Context: an optimization exercise on an open-source flow, tuned for small area, a short achievable clock period and few clock cycles per item. The choices shown serve that exercise and are no tape-out recipe.
In this exercise RTL edits were held to simulation tests only and were not proved equivalent to the original.
Power and IR drop assume default switching activity.

==> build 67: inputs <==
## traffic_rate_meter_with_average
module traffic_rate_meter_with_average (
    input  wire               i_clk,
    input  wire               i_rst_n,
    input  wire               i_in_valid,
    output logic              o_in_stall,
    input  wire  [63:0]       i_rx_total,
    input  wire  [63:0]       i_tx_total,
    output logic              o_out_valid,
    input  wire               i_out_stall,
    output logic              o_speed_valid,
    output logic [63:0]       o_rx_speed,
    output logic [63:0]       o_tx_speed,
    output logic [63:0]       o_rx_average,
    output logic [63:0]       o_tx_average,
    input  wire               i_cfg_valid,
    output logic              o_cfg_ready,
    input  wire  [7:0]        i_cfg_index,
    input  wire  [15:0]       i_cfg_data
);
clock: 10.5 ns
lec_check: 0
abc_clock_period_in_ps: 5500
cap_margin: 20
core_margin: 2
core_utilization: 40
setup_slack_margin: 4.5
slew_margin: 20
run.sh (not shown) runs the stock make flow with config.mk's settings and CLKGATE_MAP_FILE= SYNTH_SCRIPT=/design/flow/synth_recipe.tcl, a recipe that flattens the netlist after the stock synthesis.
==> trial 70: changes against build 67 <==
--- a/flow/design.v
+++ b/flow/design.v
@@ -28,17 +28,18 @@
     input  wire               i_clk,
     input  wire               i_rst_n,
     input  wire               i_in_valid,
     input  wire               i_out_stall,
     input  wire  [1:0]        i_unit,
     input  wire               i_div_skip,
+    input  wire  [1:0]        i_lead,
     output logic              o_load,
     output logic              o_accept,
-    output logic              o_msub,
-    output logic              o_mmul,
-    output logic              o_msum,
+    output logic              o_mul,
+    output logic              o_mfirst,
+    output logic              o_mlast,
     output logic              o_fin,
     output logic              o_fsel,
     output logic              o_osel,
     output logic [1:0]        o_div,
     output logic              o_first,
     output logic              o_in_stall,
@@ -58,17 +59,17 @@
     logic [4:0] w_steps;
     logic       w_take;
     logic       w_fin_reg;
     assign w_fin_reg   = (r_wst == W_READY) && !r_busy[r_fsel] && !r_valid[r_fsel];
     assign o_fin       = w_fin_reg || ((r_wst == W_READY) && w_take && (r_osel == r_fsel));
     assign o_load      = (r_wst == W_EMPTY) || o_fin;
-    assign o_in_stall  = !((r_wst == W_EMPTY) || w_fin_reg);
-    assign o_accept    = !o_in_stall && i_in_valid;
-    assign o_msub      = (r_wst == W_MUL) && (r_mcnt < trm_pkg::MUL_STEPS);
-    assign o_mmul      = (r_wst == W_MUL) && (r_mcnt != '0) && (r_mcnt <= trm_pkg::MUL_STEPS);
-    assign o_msum      = (r_wst == W_MUL) && (r_mcnt >= 2);
+    assign o_in_stall  = !o_load;
+    assign o_accept    = o_load && i_in_valid;
+    assign o_mul       = (r_wst == W_MUL);
+    assign o_mfirst    = (r_mcnt == '0);
+    assign o_mlast     = (r_mcnt == trm_pkg::MUL_STEPS);
     assign o_fsel      = r_fsel;
     assign o_osel      = r_osel;
     assign o_div       = r_busy;
     assign o_first     = r_first;
     assign o_out_valid = r_valid[r_osel];
     assign w_take      = r_valid[r_osel] && !i_out_stall;
@@ -77,12 +78,13 @@
             2'd0:    w_steps = 5'(trm_pkg::DIV_C0);
             2'd1:    w_steps = 5'(trm_pkg::DIV_C1);
             2'd2:    w_steps = 5'(trm_pkg::DIV_C2);
             default: w_steps = 5'd0;
         endcase
         if (i_div_skip) w_steps = 5'd0;
+        else            w_steps = w_steps - {3'd0, i_lead};
     end
     always_ff @(posedge i_clk) begin
         if (!i_rst_n) begin
             r_wst    <= W_EMPTY;
             r_mcnt   <= '0;
             r_fsel   <= 1'b0;
@@ -97,13 +99,13 @@
                 r_wst  <= W_MUL;
                 r_mcnt <= '0;
             end else if (o_fin) begin
                 r_wst  <= W_EMPTY;
             end else if (r_wst == W_MUL) begin
                 r_mcnt <= r_mcnt + 1'b1;
-                if (r_mcnt == trm_pkg::MUL_STEPS + 1) r_wst <= W_READY;
+                if (r_mcnt == trm_pkg::MUL_STEPS) r_wst <= W_READY;
             end
             for (int s = 0; s < 2; s++) begin
                 if (o_fin && r_fsel == s[0]) begin
                     r_dcnt[s]  <= w_steps;
                     r_busy[s]  <= (w_steps != 5'd0);
                     r_valid[s] <= (w_steps == 5'd0);
@@ -136,20 +138,22 @@
     input  wire  [15:0]       i_count_limit,
     input  wire  [1:0]        i_unit,
     input  wire               i_first,
     input  wire               i_load,
     input  wire               i_accept,
     input  wire  [63:0]       i_total,
-    input  wire               i_msub,
-    input  wire               i_mmul,
-    input  wire               i_msum,
+    input  wire               i_mul,
+    input  wire               i_mfirst,
+    input  wire               i_mlast,
     input  wire               i_fin,
     input  wire               i_fsel,
     input  wire               i_osel,
     input  wire  [1:0]        i_div,
     output logic              o_zero,
+    output logic [2:0]        o_lead,
+    input  wire  [1:0]        i_lead,
     output logic [63:0]       o_speed,
     output logic [63:0]       o_average
 );
     localparam int MB = trm_pkg::MUL_BITS;
     localparam int DR = trm_pkg::DIV_R4;
     localparam int KIB_SHIFT_M1 = trm_pkg::KIB_SHIFT - 1;
@@ -160,26 +164,25 @@
     logic [63:0] r_last;
     logic [63:0] r_w;        
     logic [MB-1:0] r_d;      
     logic        r_borrow;
     logic [9:0]  r_mcarry;
     logic        r_scarry;
-    logic [MB-1:0] r_pl;     
     logic        r_nz;
     logic [63:0] r_speed [2];
     logic [63:0] r_quo   [2];
     logic [15:0] r_rem   [2];
     logic [16:0] r_dv    [2];    
     logic [18:0] r_d3    [2];    
     logic        r_dz    [2];    
     logic [MB+9:0]  w_prod;
     logic [MB:0]    w_sadd;
     logic [MB:0]    w_diff;
     assign w_diff = {1'b0, r_w[MB-1:0]} - {1'b0, r_last[MB-1:0]} - {{MB{1'b0}}, r_borrow};
     assign w_prod = r_d * i_tps + {{MB{1'b0}}, r_mcarry};
-    assign w_sadd = {1'b0, r_sum[MB-1:0]} + {1'b0, r_pl} + {{MB{1'b0}}, r_scarry};
+    assign w_sadd = {1'b0, r_sum[MB-1:0]} + {1'b0, w_prod[MB-1:0]} + {{MB{1'b0}}, r_scarry};
     logic        w_sat;
     logic        w_nz;
     logic [63:0] w_spd;
     logic        w_over;
     logic        w_czero;
     logic [8:0]  w_idle_inc;
@@ -240,12 +243,53 @@
                     w_rem[s][i+1] = x[15:0];
                     w_quo[s][i+1] = {w_quo[s][i][61:0], 2'd0};
                 end
             end
         end
     end
+    logic [11:0] w_top_sum;
+    logic [11:0] w_top_w;
+    logic [11:0] w_top_ones;
+    logic [2:0]  w_lt_sum;
+    logic [2:0]  w_lt_ones;
+    logic [2:0]  w_zero_w;
+    always_comb begin
+        if (i_unit == 2'd1) begin
+            w_top_sum = {2'b0, r_sum[63:54]};
+            w_top_w   = {2'b0, r_w[63:54]};
+            w_top_ones = 12'h3FF;
+        end else begin
+            w_top_ones = 12'hFFF;
+            w_top_sum = r_sum[63:52];
+            w_top_w   = r_w[63:52];
+        end
+        w_lt_sum[0] = {13'd0, w_top_sum[11:8]} < r_cnt;
+        w_lt_sum[1] = {9'd0,  w_top_sum[11:4]} < r_cnt;
+        w_lt_sum[2] = {5'd0,  w_top_sum}       < r_cnt;
+        w_lt_ones[0] = {13'd0, w_top_ones[11:8]} < r_cnt;
+        w_lt_ones[1] = {9'd0,  w_top_ones[11:4]} < r_cnt;
+        w_lt_ones[2] = {5'd0,  w_top_ones}       < r_cnt;
+        w_zero_w[0] = (w_top_w[11:8] == 4'd0);
+        w_zero_w[1] = (w_top_w[11:4] == 8'd0);
+        w_zero_w[2] = (w_top_w == 12'd0);
+        if (w_dz)                            o_lead = 3'b111;
+        else if (i_first || !w_nz)           o_lead = w_lt_sum;
+        else if (w_over || w_czero)          o_lead = w_sat ? 3'b000 : w_zero_w;
+        else if (w_sat || r_scarry)          o_lead = w_lt_ones;
+        else                                 o_lead = w_lt_sum;
+    end
+    logic [63:0] w_quo_skip;
+    logic [15:0] w_rem_skip;
+    always_comb begin
+        case (i_lead)
+            2'd1:    begin w_quo_skip = {w_quo_load[59:0], 4'd0};  w_rem_skip = {12'd0, w_quo_load[63:60]}; end
+            2'd2:    begin w_quo_skip = {w_quo_load[55:0], 8'd0};  w_rem_skip = {8'd0,  w_quo_load[63:56]}; end
+            2'd3:    begin w_quo_skip = {w_quo_load[51:0], 12'd0}; w_rem_skip = {4'd0,  w_quo_load[63:52]}; end
+            default: begin w_quo_skip = w_quo_load;                w_rem_skip = 16'd0;                     end
+        endcase
+    end
     assign o_speed   = i_osel ? r_speed[1] : r_speed[0];
     assign o_average = i_osel ? r_quo[1]   : r_quo[0];
     always_ff @(posedge i_clk) begin
         if (!i_rst_n) begin
             r_cnt  <= 17'd0;
             r_idle <= 9'd0;
@@ -260,36 +304,33 @@
         if (i_load) begin
             r_w      <= i_total;
             r_borrow <= 1'b0;
             r_mcarry <= '0;
             r_scarry <= 1'b0;
             r_nz     <= 1'b0;
-        end else if (i_msub || i_mmul) begin
+        end else if (i_mul) begin
             r_w      <= {w_prod[MB-1:0], r_w[63:MB]};
         end
-        if (i_msub) begin
+        if (i_mul && !i_mlast) begin
             r_d      <= w_diff[MB-1:0];
             r_borrow <= w_diff[MB];
             r_last   <= {r_w[MB-1:0], r_last[63:MB]};
         end
-        if (i_mmul) begin
+        if (i_mul && !i_mfirst) begin
             r_mcarry <= w_prod[MB+9:MB];
-            r_pl     <= w_prod[MB-1:0];
-            r_nz     <= r_nz | (|w_prod[MB-1:0]);
-        end
-        if (i_msum) begin
             r_scarry <= w_sadd[MB];
+            r_nz     <= r_nz | (|w_prod[MB-1:0]);
             r_sum    <= {w_sadd[MB-1:0], r_sum[63:MB]};
         end else if (i_fin && !i_first && w_nz) begin
             r_sum    <= w_sum_new;
         end
         for (int s = 0; s < 2; s++) begin
             if (i_fin && i_fsel == s[0]) begin
                 r_speed[s] <= i_first ? 64'd0 : w_spd;
-                r_quo[s]   <= w_quo_load;
-                r_rem[s]   <= 16'd0;
+                r_quo[s]   <= w_quo_skip;
+                r_rem[s]   <= w_rem_skip;
                 r_dz[s]    <= w_dz;
                 r_dv[s]    <= w_cnt_new;
                 r_d3[s]    <= {2'b0, w_cnt_new} + {1'b0, w_cnt_new, 1'b0};
             end else if (i_div[s] && !r_dz[s]) begin
                 r_quo[s]   <= w_quo[s][DR];
                 r_rem[s]   <= w_rem[s][DR];
@@ -305,33 +346,38 @@
     input  wire  [15:0]       i_cfg_data,
     input  wire  [63:0]       i_rx_total,
     input  wire  [63:0]       i_tx_total,
     input  wire               i_first,
     input  wire               i_load,
     input  wire               i_accept,
-    input  wire               i_msub,
-    input  wire               i_mmul,
-    input  wire               i_msum,
+    input  wire               i_mul,
+    input  wire               i_mfirst,
+    input  wire               i_mlast,
     input  wire               i_fin,
     input  wire               i_fsel,
     input  wire               i_osel,
     input  wire  [1:0]        i_div,
     output logic [1:0]        o_unit,
     output logic              o_div_skip,
+    output logic [1:0]        o_lead,
     output logic              o_speed_valid,
     output logic [63:0]       o_rx_speed,
     output logic [63:0]       o_tx_speed,
     output logic [63:0]       o_rx_average,
     output logic [63:0]       o_tx_average
 );
     logic [9:0]  r_tps;
     logic [7:0]  r_zero_limit;
     logic [15:0] r_count_limit;
     logic [1:0]  r_unit;
     logic [1:0]  r_speed_valid;
     logic        w_rx_zero;
+    logic [2:0]  w_rx_lead;
+    logic [2:0]  w_tx_lead;
+    logic [2:0]  w_lead_both;
+    logic [1:0]  w_lead;
     logic        w_tx_zero;
     always_ff @(posedge i_clk) begin
         if (!i_rst_n) begin
             r_tps         <= trm_pkg::TPS_RESET;
             r_zero_limit  <= trm_pkg::ZERO_LIMIT_RESET;
             r_count_limit <= trm_pkg::COUNT_LIM_RESET;
@@ -357,20 +403,22 @@
         .i_count_limit (r_count_limit),
         .i_unit        (r_unit),
         .i_first       (i_first),
         .i_load        (i_load),
         .i_accept      (i_accept),
         .i_total       (i_rx_total),
-        .i_msub        (i_msub),
-        .i_mmul        (i_mmul),
-        .i_msum        (i_msum),
+        .i_mul         (i_mul),
+        .i_mfirst      (i_mfirst),
+        .i_mlast       (i_mlast),
         .i_fin         (i_fin),
         .i_fsel        (i_fsel),
         .i_osel        (i_osel),
         .i_div         (i_div),
         .o_zero        (w_rx_zero),
+        .o_lead        (w_rx_lead),
+        .i_lead        (w_lead),
         .o_speed       (o_rx_speed),
         .o_average     (o_rx_average)
     );
     trm_lane u_tx (
         .i_clk         (i_clk),
         .i_rst_n       (i_rst_n),
@@ -379,25 +427,30 @@
         .i_count_limit (r_count_limit),
         .i_unit        (r_unit),
         .i_first       (i_first),
         .i_load        (i_load),
         .i_accept      (i_accept),
         .i_total       (i_tx_total),
-        .i_msub        (i_msub),
-        .i_mmul        (i_mmul),
-        .i_msum        (i_msum),
+        .i_mul         (i_mul),
+        .i_mfirst      (i_mfirst),
+        .i_mlast       (i_mlast),
         .i_fin         (i_fin),
         .i_fsel        (i_fsel),
         .i_osel        (i_osel),
         .i_div         (i_div),
         .o_zero        (w_tx_zero),
+        .o_lead        (w_tx_lead),
+        .i_lead        (w_lead),
         .o_speed       (o_tx_speed),
         .o_average     (o_tx_average)
     );
     assign o_unit        = r_unit;
     assign o_div_skip    = w_rx_zero && w_tx_zero;
+    assign w_lead_both   = w_rx_lead & w_tx_lead;
+    assign w_lead        = w_lead_both[2] ? 2'd3 : w_lead_both[1] ? 2'd2 : w_lead_both[0] ? 2'd1 : 2'd0;
+    assign o_lead        = w_lead;
     assign o_speed_valid = i_osel ? r_speed_valid[1] : r_speed_valid[0];
 endmodule
 `default_nettype wire
 `default_nettype none
 module traffic_rate_meter_with_average (
     input  wire               i_clk,
@@ -416,36 +469,38 @@
     input  wire               i_cfg_valid,
     output logic              o_cfg_ready,
     input  wire  [7:0]        i_cfg_index,
     input  wire  [15:0]       i_cfg_data
 );
     logic       w_load;
-    logic       w_msub;
-    logic       w_mmul;
-    logic       w_msum;
+    logic       w_mfirst;
+    logic       w_mlast;
     logic       w_accept;
+    logic       w_mul;
     logic       w_fin;
     logic       w_fsel;
     logic       w_osel;
     logic [1:0] w_div;
     logic       w_first;
     logic [1:0] w_unit;
     logic       w_div_skip;
+    logic [1:0] w_lead;
     assign o_cfg_ready = 1'b1;
     trm_ctrl u_ctrl (
         .i_clk       (i_clk),
         .i_rst_n     (i_rst_n),
         .i_in_valid  (i_in_valid),
         .i_out_stall (i_out_stall),
         .i_unit      (w_unit),
         .i_div_skip  (w_div_skip),
+        .i_lead      (w_lead),
         .o_load      (w_load),
         .o_accept    (w_accept),
-        .o_msub      (w_msub),
-        .o_mmul      (w_mmul),
-        .o_msum      (w_msum),
+        .o_mul       (w_mul),
+        .o_mfirst    (w_mfirst),
+        .o_mlast     (w_mlast),
         .o_fin       (w_fin),
         .o_fsel      (w_fsel),
         .o_osel      (w_osel),
         .o_div       (w_div),
         .o_first     (w_first),
         .o_in_stall  (o_in_stall),
@@ -459,21 +514,22 @@
         .i_cfg_data    (i_cfg_data),
         .i_rx_total    (i_rx_total),
         .i_tx_total    (i_tx_total),
         .i_first       (w_first),
         .i_load        (w_load),
         .i_accept      (w_accept),
-        .i_msub        (w_msub),
-        .i_mmul        (w_mmul),
-        .i_msum        (w_msum),
+        .i_mul         (w_mul),
+        .i_mfirst      (w_mfirst),
+        .i_mlast       (w_mlast),
         .i_fin         (w_fin),
         .i_fsel        (w_fsel),
         .i_osel        (w_osel),
         .i_div         (w_div),
         .o_unit        (w_unit),
         .o_div_skip    (w_div_skip),
+        .o_lead        (w_lead),
         .o_speed_valid (o_speed_valid),
         .o_rx_speed    (o_rx_speed),
         .o_tx_speed    (o_tx_speed),
         .o_rx_average  (o_rx_average),
         .o_tx_average  (o_tx_average)
     );
--- a/flow/config.mk
+++ b/flow/config.mk
@@ -5,9 +5,10 @@
 export SDC_FILE = /design/flow/constraint.sdc
 export NUM_CORES = 4
 export LEC_CHECK = 0
 export ABC_CLOCK_PERIOD_IN_PS = 5500
 export CAP_MARGIN = 20
 export CORE_MARGIN = 2
-export CORE_UTILIZATION = 40
+export CORE_UTILIZATION = 55
+export PLACE_DENSITY = 0.68
 export SETUP_SLACK_MARGIN = 4.5
 export SLEW_MARGIN = 20
==> trial 32: changes against build 67 <==
--- a/flow/design.v
+++ b/flow/design.v
@@ -30,15 +30,15 @@
     input  wire               i_in_valid,
     input  wire               i_out_stall,
     input  wire  [1:0]        i_unit,
     input  wire               i_div_skip,
     output logic              o_load,
     output logic              o_accept,
-    output logic              o_msub,
-    output logic              o_mmul,
-    output logic              o_msum,
+    output logic              o_mul,
+    output logic              o_mfirst,
+    output logic              o_mlast,
     output logic              o_fin,
     output logic              o_fsel,
     output logic              o_osel,
     output logic [1:0]        o_div,
     output logic              o_first,
     output logic              o_in_stall,
@@ -58,17 +58,17 @@
     logic [4:0] w_steps;
     logic       w_take;
     logic       w_fin_reg;
     assign w_fin_reg   = (r_wst == W_READY) && !r_busy[r_fsel] && !r_valid[r_fsel];
     assign o_fin       = w_fin_reg || ((r_wst == W_READY) && w_take && (r_osel == r_fsel));
     assign o_load      = (r_wst == W_EMPTY) || o_fin;
-    assign o_in_stall  = !((r_wst == W_EMPTY) || w_fin_reg);
-    assign o_accept    = !o_in_stall && i_in_valid;
-    assign o_msub      = (r_wst == W_MUL) && (r_mcnt < trm_pkg::MUL_STEPS);
-    assign o_mmul      = (r_wst == W_MUL) && (r_mcnt != '0) && (r_mcnt <= trm_pkg::MUL_STEPS);
-    assign o_msum      = (r_wst == W_MUL) && (r_mcnt >= 2);
+    assign o_in_stall  = !o_load;
+    assign o_accept    = o_load && i_in_valid;
+    assign o_mul       = (r_wst == W_MUL);
+    assign o_mfirst    = (r_mcnt == '0);
+    assign o_mlast     = (r_mcnt == trm_pkg::MUL_STEPS);
     assign o_fsel      = r_fsel;
     assign o_osel      = r_osel;
     assign o_div       = r_busy;
     assign o_first     = r_first;
     assign o_out_valid = r_valid[r_osel];
     assign w_take      = r_valid[r_osel] && !i_out_stall;
@@ -97,13 +97,13 @@
                 r_wst  <= W_MUL;
                 r_mcnt <= '0;
             end else if (o_fin) begin
                 r_wst  <= W_EMPTY;
             end else if (r_wst == W_MUL) begin
                 r_mcnt <= r_mcnt + 1'b1;
-                if (r_mcnt == trm_pkg::MUL_STEPS + 1) r_wst <= W_READY;
+                if (r_mcnt == trm_pkg::MUL_STEPS) r_wst <= W_READY;
             end
             for (int s = 0; s < 2; s++) begin
                 if (o_fin && r_fsel == s[0]) begin
                     r_dcnt[s]  <= w_steps;
                     r_busy[s]  <= (w_steps != 5'd0);
                     r_valid[s] <= (w_steps == 5'd0);
@@ -136,15 +136,15 @@
     input  wire  [15:0]       i_count_limit,
     input  wire  [1:0]        i_unit,
     input  wire               i_first,
     input  wire               i_load,
     input  wire               i_accept,
     input  wire  [63:0]       i_total,
-    input  wire               i_msub,
-    input  wire               i_mmul,
-    input  wire               i_msum,
+    input  wire               i_mul,
+    input  wire               i_mfirst,
+    input  wire               i_mlast,
     input  wire               i_fin,
     input  wire               i_fsel,
     input  wire               i_osel,
     input  wire  [1:0]        i_div,
     output logic              o_zero,
     output logic [63:0]       o_speed,
@@ -160,26 +160,25 @@
     logic [63:0] r_last;
     logic [63:0] r_w;        
     logic [MB-1:0] r_d;      
     logic        r_borrow;
     logic [9:0]  r_mcarry;
     logic        r_scarry;
-    logic [MB-1:0] r_pl;     
     logic        r_nz;
     logic [63:0] r_speed [2];
     logic [63:0] r_quo   [2];
     logic [15:0] r_rem   [2];
     logic [16:0] r_dv    [2];    
     logic [18:0] r_d3    [2];    
     logic        r_dz    [2];    
     logic [MB+9:0]  w_prod;
     logic [MB:0]    w_sadd;
     logic [MB:0]    w_diff;
     assign w_diff = {1'b0, r_w[MB-1:0]} - {1'b0, r_last[MB-1:0]} - {{MB{1'b0}}, r_borrow};
     assign w_prod = r_d * i_tps + {{MB{1'b0}}, r_mcarry};
-    assign w_sadd = {1'b0, r_sum[MB-1:0]} + {1'b0, r_pl} + {{MB{1'b0}}, r_scarry};
+    assign w_sadd = {1'b0, r_sum[MB-1:0]} + {1'b0, w_prod[MB-1:0]} + {{MB{1'b0}}, r_scarry};
     logic        w_sat;
     logic        w_nz;
     logic [63:0] w_spd;
     logic        w_over;
     logic        w_czero;
     logic [8:0]  w_idle_inc;
@@ -260,27 +259,24 @@
         if (i_load) begin
             r_w      <= i_total;
             r_borrow <= 1'b0;
             r_mcarry <= '0;
             r_scarry <= 1'b0;
             r_nz     <= 1'b0;
-        end else if (i_msub || i_mmul) begin
+        end else if (i_mul) begin
             r_w      <= {w_prod[MB-1:0], r_w[63:MB]};
         end
-        if (i_msub) begin
+        if (i_mul && !i_mlast) begin
             r_d      <= w_diff[MB-1:0];
             r_borrow <= w_diff[MB];
             r_last   <= {r_w[MB-1:0], r_last[63:MB]};
         end
-        if (i_mmul) begin
+        if (i_mul && !i_mfirst) begin
             r_mcarry <= w_prod[MB+9:MB];
-            r_pl     <= w_prod[MB-1:0];
-            r_nz     <= r_nz | (|w_prod[MB-1:0]);
-        end
-        if (i_msum) begin
             r_scarry <= w_sadd[MB];
+            r_nz     <= r_nz | (|w_prod[MB-1:0]);
             r_sum    <= {w_sadd[MB-1:0], r_sum[63:MB]};
         end else if (i_fin && !i_first && w_nz) begin
             r_sum    <= w_sum_new;
         end
         for (int s = 0; s < 2; s++) begin
             if (i_fin && i_fsel == s[0]) begin
@@ -305,15 +301,15 @@
     input  wire  [15:0]       i_cfg_data,
     input  wire  [63:0]       i_rx_total,
     input  wire  [63:0]       i_tx_total,
     input  wire               i_first,
     input  wire               i_load,
     input  wire               i_accept,
-    input  wire               i_msub,
-    input  wire               i_mmul,
-    input  wire               i_msum,
+    input  wire               i_mul,
+    input  wire               i_mfirst,
+    input  wire               i_mlast,
     input  wire               i_fin,
     input  wire               i_fsel,
     input  wire               i_osel,
     input  wire  [1:0]        i_div,
     output logic [1:0]        o_unit,
     output logic              o_div_skip,
@@ -357,15 +353,15 @@
         .i_count_limit (r_count_limit),
         .i_unit        (r_unit),
         .i_first       (i_first),
         .i_load        (i_load),
         .i_accept      (i_accept),
         .i_total       (i_rx_total),
-        .i_msub        (i_msub),
-        .i_mmul        (i_mmul),
-        .i_msum        (i_msum),
+        .i_mul         (i_mul),
+        .i_mfirst      (i_mfirst),
+        .i_mlast       (i_mlast),
         .i_fin         (i_fin),
         .i_fsel        (i_fsel),
         .i_osel        (i_osel),
         .i_div         (i_div),
         .o_zero        (w_rx_zero),
         .o_speed       (o_rx_speed),
@@ -379,15 +375,15 @@
         .i_count_limit (r_count_limit),
         .i_unit        (r_unit),
         .i_first       (i_first),
         .i_load        (i_load),
         .i_accept      (i_accept),
         .i_total       (i_tx_total),
-        .i_msub        (i_msub),
-        .i_mmul        (i_mmul),
-        .i_msum        (i_msum),
+        .i_mul         (i_mul),
+        .i_mfirst      (i_mfirst),
+        .i_mlast       (i_mlast),
         .i_fin         (i_fin),
         .i_fsel        (i_fsel),
         .i_osel        (i_osel),
         .i_div         (i_div),
         .o_zero        (w_tx_zero),
         .o_speed       (o_tx_speed),
@@ -416,16 +412,16 @@
     input  wire               i_cfg_valid,
     output logic              o_cfg_ready,
     input  wire  [7:0]        i_cfg_index,
     input  wire  [15:0]       i_cfg_data
 );
     logic       w_load;
-    logic       w_msub;
-    logic       w_mmul;
-    logic       w_msum;
+    logic       w_mfirst;
+    logic       w_mlast;
     logic       w_accept;
+    logic       w_mul;
     logic       w_fin;
     logic       w_fsel;
     logic       w_osel;
     logic [1:0] w_div;
     logic       w_first;
     logic [1:0] w_unit;
@@ -437,15 +433,15 @@
         .i_in_valid  (i_in_valid),
         .i_out_stall (i_out_stall),
         .i_unit      (w_unit),
         .i_div_skip  (w_div_skip),
         .o_load      (w_load),
         .o_accept    (w_accept),
-        .o_msub      (w_msub),
-        .o_mmul      (w_mmul),
-        .o_msum      (w_msum),
+        .o_mul       (w_mul),
+        .o_mfirst    (w_mfirst),
+        .o_mlast     (w_mlast),
         .o_fin       (w_fin),
         .o_fsel      (w_fsel),
         .o_osel      (w_osel),
         .o_div       (w_div),
         .o_first     (w_first),
         .o_in_stall  (o_in_stall),
@@ -459,15 +455,15 @@
         .i_cfg_data    (i_cfg_data),
         .i_rx_total    (i_rx_total),
         .i_tx_total    (i_tx_total),
         .i_first       (w_first),
         .i_load        (w_load),
         .i_accept      (w_accept),
-        .i_msub        (w_msub),
-        .i_mmul        (w_mmul),
-        .i_msum        (w_msum),
+        .i_mul         (w_mul),
+        .i_mfirst      (w_mfirst),
+        .i_mlast       (w_mlast),
         .i_fin         (w_fin),
         .i_fsel        (w_fsel),
         .i_osel        (w_osel),
         .i_div         (w_div),
         .o_unit        (w_unit),
         .o_div_skip    (w_div_skip),
--- a/flow/config.mk
+++ b/flow/config.mk
@@ -5,9 +5,10 @@
 export SDC_FILE = /design/flow/constraint.sdc
 export NUM_CORES = 4
 export LEC_CHECK = 0
 export ABC_CLOCK_PERIOD_IN_PS = 5500
 export CAP_MARGIN = 20
 export CORE_MARGIN = 2
-export CORE_UTILIZATION = 40
+export CORE_UTILIZATION = 55
+export PLACE_DENSITY = 0.68
 export SETUP_SLACK_MARGIN = 4.5
 export SLEW_MARGIN = 20
==> qor summary <==
item	trial 70	build 67	trial 32
Die footprint	185,000 sq um	240,000 sq um	173,000 sq um
Placed inst area	107,000 sq um	102,000 sq um	99,700 sq um
Fraction of area in registers	31.2%	34.0%	33.6%
Number of flip-flops and latches in the synthesized netlist	1,274	1,306	1,274
Cell repeated most along the worst path	o31ai_4	-	fa_1
Maximum fanout count along the critical path	5	15	4
Crit path to	u_dp.u_tx.r_rem[1][9]	u_dp.u_tx.r_quo[0][1]	u_dp.u_tx.r_sum[63]
Top power consumer group	combinational cells	registers	combinational cells
Cell internal pwr	0.0150 W	0.00954 W	0.0151 W
Register area	37,200 sq um	37,500 sq um	36,500 sq um
Router iterations before antenna repair	9	10	8
Met2 layer wire length in the routed design	166 mm	151 mm	146 mm
Finished Core Util	66.0%	47.0%	64.4%
End point of the most critical hold path	u_dp.u_tx.r_last[30]	u_dp.u_rx.r_last[9]	u_dp.u_tx.r_last[37]
Number of nets in the finished design	12,500	11,200	11,500
Combinational logic power	0.0138 W	0.00165 W	0.0145 W
Crit path largest cell delay	0.48 ns	0.76 ns	0.54 ns
Run status	no timing/DRC/antenna violations	no timing/DRC/antenna violations	no timing/DRC/antenna violations
Final period utilization	58.2%	56.4%	57.5%
HPWL after DPL	270 mm	242 mm	231 mm
Overall fraction of global-route tracks in use	39.1%	26.4%	35.5%
Synthesis-to-finish area growth	19.3%	16.9%	16.6%
Fill cells	14,400	21,900	13,800
Post-Place Cells	13,100	12,800	12,100
Final worst hold slack	0.411 ns	0.402 ns	0.385 ns
Testbench counts of build 67, summed over its fixed seeds: cycles 9,392, items 1,200.
Testbench counts of trial 70, summed over its fixed seeds: cycles 8,144, items 1,200.
Testbench counts of trial 32, summed over its fixed seeds: cycles 8,879, items 1,200.

afterwards: timing with drivers on the ports:
In the flow no input, the clock included, has a driving cell. The finished layouts below were timed again as built, in two steps. Step 1 assumes that a clkbuf_16 drives the clock port and a buf_2 every other input. Step 2 moves the port delays by t, midway between the first and last clock arrival at a register: inputs arrive t later, outputs are due t later. That takes back most of the time a late clock gives input paths. Slacks: ideal / step 1 / step 2; pairs: ideal / step 1.
run | t, ns | setup WS [ns] | worst hold slack (ns) | worst setup path after step 2 | pins driven straight from the clock port
build 67 | 0.893 | 4.579 / 4.579 / 3.875 | 0.402 / 0.402 / 0.402 | input to register | 1
trial 70 | 0.915 | 4.393 / 4.393 / 4.337 | 0.411 / 0.411 / 0.411 | input to register | 1
trial 32 | 0.893 | 4.463 / 4.463 / 4.393 | 0.385 / 0.385 / 0.385 | input to register | 1
After both steps setup and hold are still met in every run listed. For build 67, which loses most, drivers alone change the setup slack by 0.000 ns; drivers and shift together by -0.704 ns.
